Source: an optimization exercise on an open RTL-to-GDS flow (aim: small area, a short achievable clock period and few clock cycles per item). Production flows keep margins and buffers that such runs may drop.
Function not checked in this run: the RTL went through the layout flow alone.
No activity file was given, so power comes from the tool's default toggle rates.

File: design.v
package md2_pkg;
	localparam int BLOCK_BYTES = 16;
	localparam int STATE_BYTES = 48;
	localparam int ROUND_COUNT = 18;
	localparam logic [2047:0] PI_SBOX_FLAT = {
		8'h29,8'h2e,8'h43,8'hc9,8'ha2,8'hd8,8'h7c,8'h01,
		8'h3d,8'h36,8'h54,8'ha1,8'hec,8'hf0,8'h06,8'h13,
		8'h62,8'ha7,8'h05,8'hf3,8'hc0,8'hc7,8'h73,8'h8c,
		8'h98,8'h93,8'h2b,8'hd9,8'hbc,8'h4c,8'h82,8'hca,
		8'h1e,8'h9b,8'h57,8'h3c,8'hfd,8'hd4,8'he0,8'h16,
		8'h67,8'h42,8'h6f,8'h18,8'h8a,8'h17,8'he5,8'h12,
		8'hbe,8'h4e,8'hc4,8'hd6,8'hda,8'h9e,8'hde,8'h49,
		8'ha0,8'hfb,8'hf5,8'h8e,8'hbb,8'h2f,8'hee,8'h7a,
		8'ha9,8'h68,8'h79,8'h91,8'h15,8'hb2,8'h07,8'h3f,
		8'h94,8'hc2,8'h10,8'h89,8'h0b,8'h22,8'h5f,8'h21,
		8'h80,8'h7f,8'h5d,8'h9a,8'h5a,8'h90,8'h32,8'h27,
		8'h35,8'h3e,8'hcc,8'he7,8'hbf,8'hf7,8'h97,8'h03,
		8'hff,8'h19,8'h30,8'hb3,8'h48,8'ha5,8'hb5,8'hd1,
		8'hd7,8'h5e,8'h92,8'h2a,8'hac,8'h56,8'haa,8'hc6,
		8'h4f,8'hb8,8'h38,8'hd2,8'h96,8'ha4,8'h7d,8'hb6,
		8'h76,8'hfc,8'h6b,8'he2,8'h9c,8'h74,8'h04,8'hf1,
		8'h45,8'h9d,8'h70,8'h59,8'h64,8'h71,8'h87,8'h20,
		8'h86,8'h5b,8'hcf,8'h65,8'he6,8'h2d,8'ha8,8'h02,
		8'h1b,8'h60,8'h25,8'had,8'hae,8'hb0,8'hb9,8'hf6,
		8'h1c,8'h46,8'h61,8'h69,8'h34,8'h40,8'h7e,8'h0f,
		8'h55,8'h47,8'ha3,8'h23,8'hdd,8'h51,8'haf,8'h3a,
		8'hc3,8'h5c,8'hf9,8'hce,8'hba,8'hc5,8'hea,8'h26,
		8'h2c,8'h53,8'h0d,8'h6e,8'h85,8'h28,8'h84,8'h09,
		8'hd3,8'hdf,8'hcd,8'hf4,8'h41,8'h81,8'h4d,8'h52,
		8'h6a,8'hdc,8'h37,8'hc8,8'h6c,8'hc1,8'hab,8'hfa,
		8'h24,8'he1,8'h7b,8'h08,8'h0c,8'hbd,8'hb1,8'h4a,
		8'h78,8'h88,8'h95,8'h8b,8'he3,8'h63,8'he8,8'h6d,
		8'he9,8'hcb,8'hd5,8'hfe,8'h3b,8'h00,8'h1d,8'h39,
		8'hf2,8'hef,8'hb7,8'h0e,8'h66,8'h58,8'hd0,8'he4,
		8'ha6,8'h77,8'h72,8'hf8,8'heb,8'h75,8'h4b,8'h0a,
		8'h31,8'h44,8'h50,8'hb4,8'h8f,8'hed,8'h1f,8'h1a,
		8'hdb,8'h99,8'h8d,8'h33,8'h9f,8'h11,8'h83,8'h14
	};
	function automatic logic [7:0] pi_sbox(input logic [7:0] x);
		case (x)
			8'd0: pi_sbox = 8'h29;
			8'd1: pi_sbox = 8'h2e;
			8'd2: pi_sbox = 8'h43;
			8'd3: pi_sbox = 8'hc9;
			8'd4: pi_sbox = 8'ha2;
			8'd5: pi_sbox = 8'hd8;
			8'd6: pi_sbox = 8'h7c;
			8'd7: pi_sbox = 8'h01;
			8'd8: pi_sbox = 8'h3d;
			8'd9: pi_sbox = 8'h36;
			8'd10: pi_sbox = 8'h54;
			8'd11: pi_sbox = 8'ha1;
			8'd12: pi_sbox = 8'hec;
			8'd13: pi_sbox = 8'hf0;
			8'd14: pi_sbox = 8'h06;
			8'd15: pi_sbox = 8'h13;
			8'd16: pi_sbox = 8'h62;
			8'd17: pi_sbox = 8'ha7;
			8'd18: pi_sbox = 8'h05;
			8'd19: pi_sbox = 8'hf3;
			8'd20: pi_sbox = 8'hc0;
			8'd21: pi_sbox = 8'hc7;
			8'd22: pi_sbox = 8'h73;
			8'd23: pi_sbox = 8'h8c;
			8'd24: pi_sbox = 8'h98;
			8'd25: pi_sbox = 8'h93;
			8'd26: pi_sbox = 8'h2b;
			8'd27: pi_sbox = 8'hd9;
			8'd28: pi_sbox = 8'hbc;
			8'd29: pi_sbox = 8'h4c;
			8'd30: pi_sbox = 8'h82;
			8'd31: pi_sbox = 8'hca;
			8'd32: pi_sbox = 8'h1e;
			8'd33: pi_sbox = 8'h9b;
			8'd34: pi_sbox = 8'h57;
			8'd35: pi_sbox = 8'h3c;
			8'd36: pi_sbox = 8'hfd;
			8'd37: pi_sbox = 8'hd4;
			8'd38: pi_sbox = 8'he0;
			8'd39: pi_sbox = 8'h16;
			8'd40: pi_sbox = 8'h67;
			8'd41: pi_sbox = 8'h42;
			8'd42: pi_sbox = 8'h6f;
			8'd43: pi_sbox = 8'h18;
			8'd44: pi_sbox = 8'h8a;
			8'd45: pi_sbox = 8'h17;
			8'd46: pi_sbox = 8'he5;
			8'd47: pi_sbox = 8'h12;
			8'd48: pi_sbox = 8'hbe;
			8'd49: pi_sbox = 8'h4e;
			8'd50: pi_sbox = 8'hc4;
			8'd51: pi_sbox = 8'hd6;
			8'd52: pi_sbox = 8'hda;
			8'd53: pi_sbox = 8'h9e;
			8'd54: pi_sbox = 8'hde;
			8'd55: pi_sbox = 8'h49;
			8'd56: pi_sbox = 8'ha0;
			8'd57: pi_sbox = 8'hfb;
			8'd58: pi_sbox = 8'hf5;
			8'd59: pi_sbox = 8'h8e;
			8'd60: pi_sbox = 8'hbb;
			8'd61: pi_sbox = 8'h2f;
			8'd62: pi_sbox = 8'hee;
			8'd63: pi_sbox = 8'h7a;
			8'd64: pi_sbox = 8'ha9;
			8'd65: pi_sbox = 8'h68;
			8'd66: pi_sbox = 8'h79;
			8'd67: pi_sbox = 8'h91;
			8'd68: pi_sbox = 8'h15;
			8'd69: pi_sbox = 8'hb2;
			8'd70: pi_sbox = 8'h07;
			8'd71: pi_sbox = 8'h3f;
			8'd72: pi_sbox = 8'h94;
			8'd73: pi_sbox = 8'hc2;
			8'd74: pi_sbox = 8'h10;
			8'd75: pi_sbox = 8'h89;
			8'd76: pi_sbox = 8'h0b;
			8'd77: pi_sbox = 8'h22;
			8'd78: pi_sbox = 8'h5f;
			8'd79: pi_sbox = 8'h21;
			8'd80: pi_sbox = 8'h80;
			8'd81: pi_sbox = 8'h7f;
			8'd82: pi_sbox = 8'h5d;
			8'd83: pi_sbox = 8'h9a;
			8'd84: pi_sbox = 8'h5a;
			8'd85: pi_sbox = 8'h90;
			8'd86: pi_sbox = 8'h32;
			8'd87: pi_sbox = 8'h27;
			8'd88: pi_sbox = 8'h35;
			8'd89: pi_sbox = 8'h3e;
			8'd90: pi_sbox = 8'hcc;
			8'd91: pi_sbox = 8'he7;
			8'd92: pi_sbox = 8'hbf;
			8'd93: pi_sbox = 8'hf7;
			8'd94: pi_sbox = 8'h97;
			8'd95: pi_sbox = 8'h03;
			8'd96: pi_sbox = 8'hff;
			8'd97: pi_sbox = 8'h19;
			8'd98: pi_sbox = 8'h30;
			8'd99: pi_sbox = 8'hb3;
			8'd100: pi_sbox = 8'h48;
			8'd101: pi_sbox = 8'ha5;
			8'd102: pi_sbox = 8'hb5;
			8'd103: pi_sbox = 8'hd1;
			8'd104: pi_sbox = 8'hd7;
			8'd105: pi_sbox = 8'h5e;
			8'd106: pi_sbox = 8'h92;
			8'd107: pi_sbox = 8'h2a;
			8'd108: pi_sbox = 8'hac;
			8'd109: pi_sbox = 8'h56;
			8'd110: pi_sbox = 8'haa;
			8'd111: pi_sbox = 8'hc6;
			8'd112: pi_sbox = 8'h4f;
			8'd113: pi_sbox = 8'hb8;
			8'd114: pi_sbox = 8'h38;
			8'd115: pi_sbox = 8'hd2;
			8'd116: pi_sbox = 8'h96;
			8'd117: pi_sbox = 8'ha4;
			8'd118: pi_sbox = 8'h7d;
			8'd119: pi_sbox = 8'hb6;
			8'd120: pi_sbox = 8'h76;
			8'd121: pi_sbox = 8'hfc;
			8'd122: pi_sbox = 8'h6b;
			8'd123: pi_sbox = 8'he2;
			8'd124: pi_sbox = 8'h9c;
			8'd125: pi_sbox = 8'h74;
			8'd126: pi_sbox = 8'h04;
			8'd127: pi_sbox = 8'hf1;
			8'd128: pi_sbox = 8'h45;
			8'd129: pi_sbox = 8'h9d;
			8'd130: pi_sbox = 8'h70;
			8'd131: pi_sbox = 8'h59;
			8'd132: pi_sbox = 8'h64;
			8'd133: pi_sbox = 8'h71;
			8'd134: pi_sbox = 8'h87;
			8'd135: pi_sbox = 8'h20;
			8'd136: pi_sbox = 8'h86;
			8'd137: pi_sbox = 8'h5b;
			8'd138: pi_sbox = 8'hcf;
			8'd139: pi_sbox = 8'h65;
			8'd140: pi_sbox = 8'he6;
			8'd141: pi_sbox = 8'h2d;
			8'd142: pi_sbox = 8'ha8;
			8'd143: pi_sbox = 8'h02;
			8'd144: pi_sbox = 8'h1b;
			8'd145: pi_sbox = 8'h60;
			8'd146: pi_sbox = 8'h25;
			8'd147: pi_sbox = 8'had;
			8'd148: pi_sbox = 8'hae;
			8'd149: pi_sbox = 8'hb0;
			8'd150: pi_sbox = 8'hb9;
			8'd151: pi_sbox = 8'hf6;
			8'd152: pi_sbox = 8'h1c;
			8'd153: pi_sbox = 8'h46;
			8'd154: pi_sbox = 8'h61;
			8'd155: pi_sbox = 8'h69;
			8'd156: pi_sbox = 8'h34;
			8'd157: pi_sbox = 8'h40;
			8'd158: pi_sbox = 8'h7e;
			8'd159: pi_sbox = 8'h0f;
			8'd160: pi_sbox = 8'h55;
			8'd161: pi_sbox = 8'h47;
			8'd162: pi_sbox = 8'ha3;
			8'd163: pi_sbox = 8'h23;
			8'd164: pi_sbox = 8'hdd;
			8'd165: pi_sbox = 8'h51;
			8'd166: pi_sbox = 8'haf;
			8'd167: pi_sbox = 8'h3a;
			8'd168: pi_sbox = 8'hc3;
			8'd169: pi_sbox = 8'h5c;
			8'd170: pi_sbox = 8'hf9;
			8'd171: pi_sbox = 8'hce;
			8'd172: pi_sbox = 8'hba;
			8'd173: pi_sbox = 8'hc5;
			8'd174: pi_sbox = 8'hea;
			8'd175: pi_sbox = 8'h26;
			8'd176: pi_sbox = 8'h2c;
			8'd177: pi_sbox = 8'h53;
			8'd178: pi_sbox = 8'h0d;
			8'd179: pi_sbox = 8'h6e;
			8'd180: pi_sbox = 8'h85;
			8'd181: pi_sbox = 8'h28;
			8'd182: pi_sbox = 8'h84;
			8'd183: pi_sbox = 8'h09;
			8'd184: pi_sbox = 8'hd3;
			8'd185: pi_sbox = 8'hdf;
			8'd186: pi_sbox = 8'hcd;
			8'd187: pi_sbox = 8'hf4;
			8'd188: pi_sbox = 8'h41;
			8'd189: pi_sbox = 8'h81;
			8'd190: pi_sbox = 8'h4d;
			8'd191: pi_sbox = 8'h52;
			8'd192: pi_sbox = 8'h6a;
			8'd193: pi_sbox = 8'hdc;
			8'd194: pi_sbox = 8'h37;
			8'd195: pi_sbox = 8'hc8;
			8'd196: pi_sbox = 8'h6c;
			8'd197: pi_sbox = 8'hc1;
			8'd198: pi_sbox = 8'hab;
			8'd199: pi_sbox = 8'hfa;
			8'd200: pi_sbox = 8'h24;
			8'd201: pi_sbox = 8'he1;
			8'd202: pi_sbox = 8'h7b;
			8'd203: pi_sbox = 8'h08;
			8'd204: pi_sbox = 8'h0c;
			8'd205: pi_sbox = 8'hbd;
			8'd206: pi_sbox = 8'hb1;
			8'd207: pi_sbox = 8'h4a;
			8'd208: pi_sbox = 8'h78;
			8'd209: pi_sbox = 8'h88;
			8'd210: pi_sbox = 8'h95;
			8'd211: pi_sbox = 8'h8b;
			8'd212: pi_sbox = 8'he3;
			8'd213: pi_sbox = 8'h63;
			8'd214: pi_sbox = 8'he8;
			8'd215: pi_sbox = 8'h6d;
			8'd216: pi_sbox = 8'he9;
			8'd217: pi_sbox = 8'hcb;
			8'd218: pi_sbox = 8'hd5;
			8'd219: pi_sbox = 8'hfe;
			8'd220: pi_sbox = 8'h3b;
			8'd221: pi_sbox = 8'h00;
			8'd222: pi_sbox = 8'h1d;
			8'd223: pi_sbox = 8'h39;
			8'd224: pi_sbox = 8'hf2;
			8'd225: pi_sbox = 8'hef;
			8'd226: pi_sbox = 8'hb7;
			8'd227: pi_sbox = 8'h0e;
			8'd228: pi_sbox = 8'h66;
			8'd229: pi_sbox = 8'h58;
			8'd230: pi_sbox = 8'hd0;
			8'd231: pi_sbox = 8'he4;
			8'd232: pi_sbox = 8'ha6;
			8'd233: pi_sbox = 8'h77;
			8'd234: pi_sbox = 8'h72;
			8'd235: pi_sbox = 8'hf8;
			8'd236: pi_sbox = 8'heb;
			8'd237: pi_sbox = 8'h75;
			8'd238: pi_sbox = 8'h4b;
			8'd239: pi_sbox = 8'h0a;
			8'd240: pi_sbox = 8'h31;
			8'd241: pi_sbox = 8'h44;
			8'd242: pi_sbox = 8'h50;
			8'd243: pi_sbox = 8'hb4;
			8'd244: pi_sbox = 8'h8f;
			8'd245: pi_sbox = 8'hed;
			8'd246: pi_sbox = 8'h1f;
			8'd247: pi_sbox = 8'h1a;
			8'd248: pi_sbox = 8'hdb;
			8'd249: pi_sbox = 8'h99;
			8'd250: pi_sbox = 8'h8d;
			8'd251: pi_sbox = 8'h33;
			8'd252: pi_sbox = 8'h9f;
			8'd253: pi_sbox = 8'h11;
			8'd254: pi_sbox = 8'h83;
			8'd255: pi_sbox = 8'h14;
			default: pi_sbox = 8'h00;
		endcase
	endfunction
endpackage
module md2_front (
	input  logic       clk,
	input  logic       arst_n,
	input  logic       push,
	output logic       full,
	input  logic [9:0] item,
	output logic       cmd_valid,
	output logic [7:0] cmd_data,
	output logic       cmd_byte,
	output logic       cmd_end,
	input  logic       take
);
	logic       valid_q;
	logic [9:0] cmd_q;
	logic       accept;
	assign full      = valid_q && !take;
	assign accept    = push && !full;
	assign cmd_valid = valid_q;
	assign cmd_data  = cmd_q[9:2];
	assign cmd_byte  = cmd_q[1];
	assign cmd_end   = cmd_q[0];
	always_ff @(posedge clk) begin
		if (accept) begin
			cmd_q <= item;
		end
	end
	always_ff @(posedge clk or negedge arst_n) begin
		if (!arst_n) begin
			valid_q <= 1'b0;
		end else if (accept) begin
			valid_q <= item[1] || item[0];
		end else if (take) begin
			valid_q <= 1'b0;
		end
	end
endmodule
module md2_core (
	input  logic         clk,
	input  logic         arst_n,
	input  logic         cmd_valid,
	input  logic [7:0]   cmd_data,
	input  logic         cmd_byte,
	input  logic         cmd_end,
	output logic         take,
	output logic         empty,
	input  logic         pop,
	output logic [127:0] result
);
	localparam int GROUPS = md2_pkg::BLOCK_BYTES;
	localparam logic [7:0] S0 = 8'h29;
	typedef enum logic [1:0] {
		S_ABS,
		S_PAD,
		S_CSUM,
		S_WAIT
	} state_t;
	typedef enum logic [1:0] {
		A_ABS,
		A_PAD,
		A_CSUM,
		A_OUT
	} after_t;
	state_t       state_q;
	after_t       after_q;
	logic         first_q;
	logic [3:0]   ph_q;
	logic         gap_q;
	logic [3:0]   j_q;
	logic         at_q;
	logic [4:0]   pad_q;
	logic [7:0]   l_q;
	logic [7:0]   sreg_q;
	logic         cu_q;
	logic         run_q;
	logic [1:0]   pass_q;
	logic [4:0]   round_q;
	logic         empty_q;
	logic [GROUPS-1:0][7:0] x0_q;
	logic [GROUPS-1:0][7:0] x1_q;
	logic [GROUPS-1:0][7:0] x2_q;
	logic [GROUPS-1:0][7:0] c_q;
	logic [7:0]   gx0_q;
	logic [7:0]   gx1_q;
	logic [7:0]   gx2_q;
	logic [7:0]   gc_q;
	logic         step;
	logic         step0;
	logic         via_g;
	logic [3:0]   ph_nxt;
	logic [3:0]   j_nxt;
	logic         absorb;
	logic         csum_upd;
	logic         blk_last;
	logic [7:0]   b;
	logic [7:0]   s_out;
	logic [7:0]   h0z;
	logic [7:0]   h0f;
	logic [7:0]   e;
	logic [7:0]   se;
	logic [7:0]   y;
	logic [7:0]   sreg_nxt;
	logic [7:0]   c_head;
	logic [7:0]   c_new;
	logic [7:0]   tail0;
	logic [7:0]   tail1;
	logic [7:0]   tail2;
	logic [7:0]   tailc;
	assign step     = run_q && !gap_q;
	assign step0    = step && (round_q == 5'd0) && (pass_q == 2'd0) && (ph_q == 4'd0);
	assign via_g    = run_q && (gap_q || ((pass_q == 2'd2) && (round_q != 5'd17)));
	assign take     = (state_q == S_ABS) && cmd_valid && (!cmd_byte || at_q);
	assign absorb   = ((state_q == S_ABS) && cmd_valid && cmd_byte && at_q) ||
	                  (((state_q == S_PAD) || (state_q == S_CSUM)) && at_q);
	assign ph_nxt   = gap_q ? ph_q : ph_q + 1'b1;
	assign j_nxt    = absorb ? j_q + 1'b1 : j_q;
	assign csum_upd = absorb && (state_q != S_CSUM);
	assign blk_last = absorb && (j_q == 4'd15);
	assign b = (state_q == S_ABS) ? cmd_data :
	           (state_q == S_PAD) ? {3'b000, pad_q} : c_q[1];
	assign s_out = md2_pkg::pi_sbox(sreg_q);
	assign h0z = (first_q && round_q == 5'd0 && pass_q == 2'd0) ? 8'h00 : x0_q[0];
	assign h0f = first_q ? 8'h00 : x0_q[0];
	assign c_head = first_q ? 8'h00 : c_q[0];
	assign c_new  = c_head ^ s_out;
	assign e  = run_q ? h0z : (c_head ^ b);
	assign se = s_out ^ e;
	assign y  = step0 ? (h0z ^ S0) : se;
	always_comb begin
		sreg_nxt = 8'h00;
		if (run_q) begin
			if (gap_q) begin
				sreg_nxt = gx2_q + {3'b000, round_q};
			end else if (step0) begin
				sreg_nxt = h0z ^ S0;
			end else begin
				sreg_nxt = se;
			end
		end else if (csum_upd) begin
			sreg_nxt = cu_q ? se : (b ^ l_q);
		end
	end
	always_comb begin
		tail0 = x0_q[0];
		tail1 = x1_q[0];
		tail2 = x2_q[0];
		if (step) begin
			tail0 = x1_q[0];
			tail1 = x2_q[0];
			tail2 = y;
		end else if (absorb) begin
			tail1 = b;
			tail2 = b ^ h0f;
		end
	end
	assign tailc = cu_q ? c_new : c_q[0];
	for (genvar g = 0; g < GROUPS; g++) begin : g_res
		assign result[127 - 8 * g -: 8] = x0_q[g];
	end
	assign empty = empty_q;
	always_ff @(posedge clk) begin
		for (int k = 0; k < GROUPS - 1; k++) begin
			x1_q[k] <= x1_q[k + 1];
			x2_q[k] <= x2_q[k + 1];
			c_q[k]  <= c_q[k + 1];
		end
		x1_q[GROUPS - 1] <= via_g ? gx1_q : tail1;
		x2_q[GROUPS - 1] <= (step && !via_g) ? y : (via_g ? gx2_q : tail2);
		c_q[GROUPS - 1]  <= cu_q ? c_new : (via_g ? gc_q : c_q[0]);
		if (empty_q) begin
			for (int k = 0; k < GROUPS - 1; k++) begin
				x0_q[k] <= x0_q[k + 1];
			end
			x0_q[GROUPS - 1] <= via_g ? gx0_q : tail0;
		end
		gx0_q  <= tail0;
		gx1_q  <= tail1;
		gx2_q  <= tail2;
		gc_q   <= tailc;
	end
	always_ff @(posedge clk or negedge arst_n) begin
		if (!arst_n) begin
			state_q <= S_ABS;
			after_q <= A_ABS;
			first_q <= 1'b1;
			pad_q   <= '0;
			ph_q    <= '0;
			gap_q   <= 1'b0;
			j_q     <= '0;
			at_q    <= 1'b1;
			sreg_q  <= '0;
			l_q     <= '0;
			cu_q    <= 1'b0;
			run_q   <= 1'b0;
			pass_q  <= '0;
			round_q <= '0;
			empty_q <= 1'b1;
		end else begin
			ph_q   <= ph_nxt;
			sreg_q <= sreg_nxt;
			j_q    <= j_nxt;
			at_q   <= (ph_nxt == j_nxt);
			cu_q   <= csum_upd;
			if (cu_q) begin
				l_q <= c_new;
			end
			if (pop && !empty_q) begin
				empty_q <= 1'b1;
			end
			case (state_q)
				S_ABS: begin
					if (take) begin
						if (cmd_byte && j_q == 4'd15) begin
							state_q <= S_WAIT;
							after_q <= cmd_end ? A_PAD : A_ABS;
							pad_q   <= 5'd16;
						end else if (cmd_end) begin
							state_q <= S_PAD;
							pad_q   <= 5'd16 - {1'b0, j_q} - {4'd0, cmd_byte};
						end
					end
				end
				S_PAD: begin
					if (blk_last) begin
						state_q <= S_WAIT;
						after_q <= A_CSUM;
					end
				end
				S_CSUM: begin
					if (blk_last) begin
						state_q <= S_WAIT;
						after_q <= A_OUT;
						l_q     <= '0;
					end
				end
				default: begin
				end
			endcase
			if ((blk_last || (state_q == S_WAIT && !run_q && ph_q == 4'd15)) && empty_q) begin
				run_q <= 1'b1;
			end
			if (gap_q) begin
				gap_q   <= 1'b0;
				round_q <= round_q + 1'b1;
			end else if (run_q && ph_q == 4'd15) begin
				pass_q <= (pass_q == 2'd2) ? 2'd0 : pass_q + 1'b1;
				if (pass_q == 2'd2) begin
					if (round_q == 5'd17) begin
						round_q <= '0;
						run_q   <= 1'b0;
						first_q <= 1'b0;
						case (after_q)
							A_ABS:  state_q <= S_ABS;
							A_PAD:  state_q <= S_PAD;
							A_CSUM: state_q <= S_CSUM;
							default: begin
								state_q <= S_ABS;
								empty_q <= 1'b0;
								first_q <= 1'b1;
							end
						endcase
					end else begin
						gap_q <= 1'b1;
					end
				end
			end
		end
	end
endmodule
module md2_digest_engine (
	input  logic               clk,
	input  logic               arst_n,
	input  logic               push,
	output logic               full,
	input  logic [9:0]         item,
	output logic               empty,
	input  logic               pop,
	output logic [127:0]       result
);
	logic       cmd_valid;
	logic [7:0] cmd_data;
	logic       cmd_byte;
	logic       cmd_end;
	logic       take;
	md2_front u_front (
		.clk      (clk),
		.arst_n   (arst_n),
		.push     (push),
		.full     (full),
		.item     (item),
		.cmd_valid(cmd_valid),
		.cmd_data (cmd_data),
		.cmd_byte (cmd_byte),
		.cmd_end  (cmd_end),
		.take     (take)
	);
	md2_core u_core (
		.clk      (clk),
		.arst_n   (arst_n),
		.cmd_valid(cmd_valid),
		.cmd_data (cmd_data),
		.cmd_byte (cmd_byte),
		.cmd_end  (cmd_end),
		.take     (take),
		.empty    (empty),
		.pop      (pop),
		.result   (result)
	);
endmodule
File: standard.sh
#!/bin/bash
# synth_recipe.tcl (not shown) runs the flow's synth.tcl, then flattens the netlist and writes it again
# the make line also repeats each setting of config.mk as NAME=value (left out here)
make -C /OpenROAD-flow-scripts/flow DESIGN_CONFIG=/design/flow/config.mk WORK_HOME=/design/flow/orfs CLKGATE_MAP_FILE= SYNTH_SCRIPT=/design/flow/synth_recipe.tcl "${@:-finish}"
File: flow/run.sh
#!/bin/bash
# The standard layout (the standard.sh: the standard synthesis and ORFS
# from floorplan to finish), with one change: the buffers that placement puts
# on every input and output port are the platform's smallest plain buffer.
set -e
export BUFFER_PORTS_ARGS="-buffer_cell sky130_fd_sc_hd__buf_1"
bash standard.sh > standard.log 2>&1
File: constraint.sdc
create_clock -name core_clock -period 7.0 [get_ports {clk}]
set_input_delay 1.4000 -clock core_clock [delete_from_list [all_inputs] [get_ports {clk}]]
set_output_delay 1.4000 -clock core_clock [all_outputs]
set_load 0.01 [all_outputs]
File: config.mk
export PLATFORM = sky130hd
export DESIGN_NAME = md2_digest_engine
export DESIGN_NICKNAME = md2_digest_engine
export VERILOG_FILES = /design/flow/design.v
export SDC_FILE = /design/flow/constraint.sdc
export NUM_CORES = 4
export LEC_CHECK = 0
export CAP_MARGIN = 20
export CORE_MARGIN = 2
export CORE_UTILIZATION = 40
export SETUP_SLACK_MARGIN = 4.0
export SLEW_MARGIN = 20
==> run_results.csv <==
group,metric,value,unit
route,wirelength_met1,24700,um
cells_and_area,layout.nets,1965,
grt,grt_max_degree,83,
clocking,cts_buffers,55,
clocking,htreeDepth,2,
worst_hold_path,min_path_type,"flop to flop",
clocking,clk_pin_slew,0.07,ns
job,drv_cap,0,
synthesis,ys_seq_area_frac,0.656,
clocking,cts_tree,"done",
synthesis,yosysTopAreaCell,"dfxtp_1",
sta,fin_skew,0.0275,ns
sta,tightest_slew,1.01,ns
synthesis,postSynthCellCount,1713,
clocking,root_buffer,"clkbuf_16",
worst_hold_path,worstHoldPathCells,0,
worst_setup_path,critical_path.top_delay_family,"compound AO/OA/AOI/OAI gates",
route,wl_per_cell,22.1,um
synthesis,syn_nets,1765,
route,finalWirelength,58300,um
synthesis,synthArstFlopShare,0.0782,
floorplanning,rows,83,
floorplanning,ios,144,
worst_setup_path,slowest_stage,"dfrtp_4",
route,viasPerCell,5.48,
run_status,outcome,"no timing/DRC/antenna violations",
worst_setup_path,arrival,3.56,ns
worst_setup_path,r2r_cells,10,
worst_setup_path,cp_slowest_stage_delay,0.56,ns
cells_and_area,multi_input_area,7080,sq um
power_and_ir_drop,power.density_cell_area,480,nW/um^2
power_and_ir_drop,peakVddDrop,0.330,mV
clocking,hold_buffers,0,
route,routed-wl-met2,26800,um
route,top_layer_used,"met5",
worst_setup_path,critPathMaxFanout,7,
sta,tns,0,ns
sta,hold_viol,0,
placement,gp_congestion,1.01,
cells_and_area,final-seq-area,13700,sq um
placement,portBuffers,143,
sta,holdWs,0.314,ns
floorplanning,die-area,53900,sq um
clocking,cts_buffer_depth,3,
synthesis,avgSynthCellArea,12.1,sq um
placement,dp_hpwl,36800,um
synthesis,synthesis.area,20800,sq um
grt,grt_pass1_vias,14300,
clocking,cts_sinks,601,
sta,slew_headroom,0.328,
floorplanning,die_w,232,um
worst_setup_path,cp.required,7.51,ns
synthesis,synth_edf_count,138,
synthesis,ys.flop_type,"dfxtp_1",
synthesis,synth_cell_types,90,
grt,antenna_found_initial,1,
cells_and_area,fill_cells,4581,
sta,fin_crit,3.05,ns
synthesis,ys_top_cells_by_count,"dfxtp_1, edfxtp_1, nand2_1",
route,first_pass_iters,7,
route,drc_errors,0,
grt,grt-ovfl-total,0,
sta,rsz0062_at_grt,"yes",
floorplanning,core,51400,sq um
clocking,clock_latency,0.62,ns
worst_setup_path,crit_type,"flop to flop",
route,drt_iter0_markers,1545,
floorplanning,start_util,0.405,
grt,grt_pass1_wl,86500,um
sta,setup_viol,0,
power_and_ir_drop,p_leak,0.00932,uW
floorplanning,die_h,232,um
cells_and_area,antenna_cells,0,
cells_and_area,drive_gt1_frac,0.181,
synthesis,synth_area_leaders,"dfxtp_1, edfxtp_1, dfrtp_1",
sta,slew_violations,0,
worst_setup_path,crit_buf_inv,3,
worst_setup_path,end_kind,"flop",
synthesis,yosysTopAreaCellShare,0.400,
sta,period_share,0.436,
synthesis,yosysMostFrequentCell,"dfxtp_1",
worst_setup_path,crit_chain,"buf_2 > buf_4 > nor2b_1 > a21oi_1 > a32o_1 > o211ai_1 > a211oi_4 > buf_6 > xnor2_2 > a221o_1",
route,ant_nets,0,
grt,grt_usage,0.211,
route,vias,14500,
cells_and_area,syn2layout_area_growth,21.2,%
worst_setup_path,crit_cells,10,
sta,clock.fmax,328,MHz
synthesis,synth_seq_cells,601,
synthesis,yosys_warnings,2,
worst_setup_path,worst_setup_path_start_kind,"flop",
route,wl_met3,4110,um
-- area by class of cell --
class | instances | share of cell area
flip-flops and latches | 601 | 0.542
multi-input cells | 968 | 0.281
clock buffers | 69 | 0.0616
repair buffers | 243 | 0.0596
well taps | 680 | 0.0337
clock inverters | 34 | 0.0148
inverters | 43 | 0.00739
repair inverters | 1 | 0.000198
-- cell families after synthesis --
family	synth area share
and+or+nand+nor	0.0994
adders and majority gates	0.0232
muxes	0.0344
xor gates and xnor gates	0.0239
AOI/OAI and AO/OA	0.131
buffers and inverters	0.0323
DFF	0.656
-- registers in the layout, indices dropped and copies added (netlist names), 2 cells and up --
register,count
u_front.cmd_q,10
u_core.pass_q,2
u_core.round_q,5
u_core.c_q,128
u_core.gc_q,8
u_core.state_q,2
u_core.x1_q,128
u_core.after_q,2
u_core.l_q,8
u_core.gx1_q,8
u_core.pad_q,5
u_core.x0_q,128
u_core.j_q,4
u_core.x2_q,128
u_core.sreg_q,8
u_core.gx0_q,8
u_core.ph_q,4
u_core.gx2_q,8
-- per-stage QoR --
stage                     utilization  area, sq um  total power [uW]  setup slack [ns]  instances
after detailed placement        0.426        21900              7900              2.57       2457
after global routing            0.491        25200             12600              3.93       2639
after floorplan                     -        20800              6810              4.01       1713
final                           0.491        25200             12100              3.95       2639
after CTS                       0.481        24700             11700              3.93       2611
after global placement          0.426        21900              7960              2.30       2457
-- power by group --
part | switching [uW] | internal [uW]
clock network | 1320 | 1760
registers | 256 | 3900
logic | 2860 | 2010
total | 4440 | 7670
-- final timing paths --
| path | start | to | slack (ns) |
|---|---|---|---|
| max | u_core.sreg_q[2]$_DFF_PN0_ | u_core.gx2_q[4]$_DFF_P_ | 3.95 |
| min | u_core.x1_q[35]$_DFF_P_ | u_core.x1_q[27]$_DFF_P_ | 0.31 |
| max reg2reg | u_core.sreg_q[2]$_DFF_PN0_ | u_core.gx2_q[4]$_DFF_P_ | 3.95 |
| min reg2reg | u_core.x1_q[35]$_DFF_P_ | u_core.x1_q[27]$_DFF_P_ | 0.31 |
| max in group asynchronous | arst_n | u_core.sreg_q[3]$_DFF_PN0_ | 5.56 |
| min in group asynchronous | arst_n | u_core.round_q[4]$_DFFE_PN0P_ | 0.92 |
-- per-layer routing --
layer | global-route usage | vias to the layer above
li1 | - | 6554
met1 | 0.286 | 7118
met2 | 0.329 | 617
met3 | 0.0395 | 180
met4 | 0.0970 | 2
met5 | 0 | -
-- worst reg2reg max path: stages (launching register included) --
cell and delay (ns):
dfrtp_4 0.56, buf_2 0.26, buf_4 0.17, nor2b_1 0.38
a21oi_1 0.13, a32o_1 0.28, o211ai_1 0.42, a211oi_4 0.12
buf_6 0.16, xnor2_2 0.16, a221o_1 0.34
-- cells in the final DEF (no fill, tap or decap), types with 12 or more instances in the layout --
| master | count |
|---|---|
| edfxtp_1 | 138 |
| nand4_1 | 13 |
| clkbuf_16 | 61 |
| dfxtp_1 | 416 |
| xnor2_1 | 33 |
| nand2b_1 | 34 |
| clkinv_2 | 12 |
| a21o_1 | 18 |
| mux2i_1 | 29 |
| nor2_1 | 72 |
| dfrtp_1 | 39 |
| and3_1 | 12 |
| nand2_1 | 118 |
| o21ai_0 | 76 |
| nor2b_1 | 30 |
| a31oi_1 | 22 |
| buf_1 | 141 |
| a21oi_1 | 73 |
| inv_1 | 31 |
| nand3_1 | 34 |
| ha_1 | 27 |
| mux2_2 | 26 |
| and2_1 | 12 |
| a211oi_1 | 14 |
| nor3_1 | 21 |
| buf_4 | 77 |
| xor2_1 | 15 |
| o211ai_1 | 15 |
-- repair_timing --
item	CTS	global route
pin swaps	19	14
setup buffers	50	26
setup endpoints to repair	52	48
gates resized for setup	118	53
gates cloned	1	2

[separate check: timing with driven ports]
In the flow no input, the clock included, has a driving cell. The finished layout below was timed again as built, in two steps.
Step 1, drivers: a clkbuf_16 drives clk and a buf_2 each remaining input, both assumed.
Step 2, shift: input delay + t, output delay - t, t = (earliest + latest rising clock arrival at the registers) / 2. This alone moves slack from input paths to output paths.
a / b / c = ideal ports / drivers / drivers and shift; a / b = the first two.
shift t [ns]: 0.665
slack for setup (ns): 3.948 / 3.948 / 3.948
clock arrival spread, ns: 0.032 / 0.031
worst slew at a driven data input, ns: 0.04
cell pins on the clock port's net: 1
After both steps this run still meets setup and hold. The setup slack of this run moves by 0.000 ns with the drivers and by 0.000 ns with both steps.
